This design comes from an exercise in tuning for small area and a short achievable clock period on the open sky130 flow, not from production work. In this exercise RTL edits were held to simulation tests only and were not proved equivalent to the original. Power is estimated from default activity; no workload was simulated.

Setup of old:
==> module mem_unit_hs, before the edit <==
module mem_unit_hs #(
    parameter int word_size   = 8,
    parameter int addr_size   = 8,
    parameter int wait_states = 2
) (
    input  logic                 clk,
    input  logic                 rst,
    input  logic                 req,
    input  logic                 write,
    input  logic [addr_size-1:0] address,
    input  logic [word_size-1:0] data_in,
    output logic [word_size-1:0] data_out,
    output logic                 ready,
    output logic                 busy,
    output logic                 err
);
    localparam int ng = 8;             
    logic p1, p2, p3, wr3, rd3, idle;
    logic wr_q;
    logic [15:0] lo_q, hi_q;
    logic [word_size-1:0] data_q;
    logic acc;
    assign acc = idle && req;
    assign err = 1'b0;
    always_ff @(posedge clk or posedge rst)
        if (rst) begin
            p1    <= 1'b0;
            p2    <= 1'b0;
            wr3   <= 1'b0;
            p3    <= 1'b0;
            rd3   <= 1'b0;
            busy  <= 1'b0;
            idle  <= 1'b1;
            ready <= 1'b0;
        end else begin
            p1    <= acc;
            p2    <= p1;
            wr3   <= p2 && wr_q;
            p3    <= p2;
            rd3   <= p2 && !wr_q;
            busy  <= acc || p1 || p2;
            idle  <= !(acc || p1 || p2);
            ready <= wr3 || rd3;
        end
    always_ff @(posedge clk)
        if (idle) begin
            wr_q   <= write;
            data_q <= data_in;
            for (int k = 0; k < 16; k++) begin
                lo_q[k] <= address[3:0] == 4'(k);
                hi_q[k] <= address[7:4] == 4'(k);
            end
        end
    logic [word_size-1:0] row_rd [16];
    for (genvar j = 0; j < 16; j++) begin : g_row
        mem_unit_hs_row #(.word_size(word_size)) u_row (
            .clk  (clk),
            .rsel (hi_q[j]),
            .wseln(!(hi_q[j] && wr3)),
            .wkeep(hi_q[j] && p3 && wr_q),
            .lo   (lo_q),
            .lon  (~lo_q),
            .d    (data_q),
            .rd   (row_rd[j])
        );
    end
    logic [word_size-1:0] part [ng];
    logic [word_size-1:0] part_q [ng];
    always_comb
        for (int g = 0; g < ng; g++) begin
            part[g] = '0;
            for (int j = 0; j < 16/ng; j++) part[g] = part[g] | row_rd[g*(16/ng)+j];
        end
    always_ff @(posedge clk)
        for (int g = 0; g < ng; g++) part_q[g] <= part[g];
    logic [word_size-1:0] rd;
    always_comb begin
        rd = '0;
        for (int g = 0; g < ng; g++) rd = rd | part_q[g];
    end
    always_ff @(posedge clk or posedge rst)
        if (rst) data_out <= '0;
        else if (rd3) data_out <= rd;
endmodule
Settings: LEC_CHECK=0, CAP_MARGIN=30, CORE_MARGIN=2, CORE_UTILIZATION=80, CTS_BUF_LIST=sky130_fd_sc_hd__clkbuf_4 sky130_fd_sc_hd__clkbuf_8 sky130_fd_sc_hd__clkbuf_16, CTS_CLUSTER_DIAMETER=80, CTS_CLUSTER_SIZE=30, SETUP_SLACK_MARGIN=1.9, SLEW_MARGIN=20; clock period 4.0 ns.
run.sh (not shown) runs the stock make flow with config.mk's settings and CLKGATE_MAP_FILE= SYNTH_SCRIPT=/design/flow/synth_recipe.tcl, a recipe that flattens the netlist after the stock synthesis.
The inputs of new differ from those of old as listed below.
--- a/flow/design.v
+++ b/flow/design.v
@@ -42,55 +42,69 @@
     output logic                 ready,
     output logic                 busy,
     output logic                 err
 );
     localparam int ng = 8;             
-    logic p1, p2, p3, wr3, rd3, idle;
+    logic p1, p2, p3, rd3, idle;
+    logic [15:0] wrow_n, wrow_k;
     logic wr_q;
-    logic [15:0] lo_q, hi_q;
+    logic [15:0] lo_q [4];             
+    logic [15:0] hi_q;
     logic [word_size-1:0] data_q;
     logic acc;
     assign acc = idle && req;
     assign err = 1'b0;
     always_ff @(posedge clk or posedge rst)
         if (rst) begin
             p1    <= 1'b0;
             p2    <= 1'b0;
-            wr3   <= 1'b0;
+            wrow_n <= '1;
+            wrow_k <= '0;
             p3    <= 1'b0;
             rd3   <= 1'b0;
             busy  <= 1'b0;
             idle  <= 1'b1;
             ready <= 1'b0;
         end else begin
             p1    <= acc;
             p2    <= p1;
-            wr3   <= p2 && wr_q;
+            for (int j = 0; j < 16; j++) begin
+                wrow_n[j] <= !(hi_q[j] && p2 && wr_q);
+                wrow_k[j] <= hi_q[j] && p2 && wr_q;
+            end
             p3    <= p2;
             rd3   <= p2 && !wr_q;
             busy  <= acc || p1 || p2;
             idle  <= !(acc || p1 || p2);
-            ready <= wr3 || rd3;
+            ready <= p3;
         end
-    always_ff @(posedge clk)
-        if (idle) begin
-            wr_q   <= write;
-            data_q <= data_in;
-            for (int k = 0; k < 16; k++) begin
-                lo_q[k] <= address[3:0] == 4'(k);
-                hi_q[k] <= address[7:4] == 4'(k);
-            end
+    logic hold_in;
+    logic [15:0] lo_dec, hi_dec;
+    assign hold_in = p1 || p2 || p3;
+    always_comb
+        for (int k = 0; k < 16; k++) begin
+            lo_dec[k] = address[3:0] == 4'(k);
+            hi_dec[k] = address[7:4] == 4'(k);
         end
+    logic [15:0] lon_q;
+    always_ff @(posedge clk) begin
+        wr_q   <= (wr_q & hold_in) | (write & idle);
+        data_q <= (data_q & {word_size{hold_in}}) | (data_in & {word_size{idle}});
+        for (int c = 0; c < 4; c++)
+            lo_q[c] <= (lo_q[c] & {16{hold_in}}) | (lo_dec & {16{idle}});
+        lon_q  <= (lon_q & {16{hold_in}}) | (~lo_dec & {16{idle}});
+        hi_q   <= (hi_q & {16{hold_in}}) | (hi_dec & {16{idle}});
+    end
     logic [word_size-1:0] row_rd [16];
     for (genvar j = 0; j < 16; j++) begin : g_row
         mem_unit_hs_row #(.word_size(word_size)) u_row (
             .clk  (clk),
             .rsel (hi_q[j]),
-            .wseln(!(hi_q[j] && wr3)),
-            .wkeep(hi_q[j] && p3 && wr_q),
-            .lo   (lo_q),
-            .lon  (~lo_q),
+            .wseln(wrow_n[j]),
+            .wkeep(wrow_k[j]),
+            .lo   (lo_q[j/4]),
+            .lon  (lon_q),
             .d    (data_q),
             .rd   (row_rd[j])
         );
     end
     logic [word_size-1:0] part [ng];
## What came out
Delta (new minus old): leakage component of the power now smaller; met2 wirelength from detailed routing now smaller; synthesized cell count now larger; setup slack now larger; number of multi-input combinational cells now larger.
new vs old, worst ir drop on vdd went up by about 80%.
new vs. old: hold slack now sits lower, cell count after placement went up about 6%, count of placed standard cells in the final layout, fillers left out climbed 265, time the final worst path needs with I/O delays and setup went down by 0.16 ns, site row count +0.87%.

==> what the ideal ports hide <==
How much do the figures lean on ideal ports? The routed layouts below were timed once more, with nothing changed but the port constraints.
Step 1 (the two cells are an assumption about what drives the block):
set clk [get_ports {clk}]
set_driving_cell -lib_cell sky130_fd_sc_hd__clkbuf_16 $clk
set_driving_cell -lib_cell sky130_fd_sc_hd__buf_2 [delete_from_list [all_inputs] $clk]
Step 2 moves the port delays by t, midway between the first and last clock arrival at a register: inputs arrive t later, outputs are due t later. That takes back most of the time a late clock gives input paths.
Slacks: no drivers / after step 1 / after step 2; pairs: no drivers / after step 1.
| run | shift t [ns] | setup slack, ns | worst hold slack (ns) | worst register clock-pin slew, ns | cell pins on the clock port's net |
|---|---|---|---|---|---|
| old | 0.789 | 1.634 / 1.634 / 1.495 | 0.415 / 0.415 / 0.415 | 0.12 / 0.12 | 1 |
| new | 0.789 | 1.792 / 1.717 / 1.175 | 0.397 / 0.397 / 0.397 | 0.12 / 0.12 | 1 |
After both steps every run listed still meets setup and hold. The setup slack of new, which loses most, moves by -0.075 ns with the drivers and by -0.617 ns with both steps.
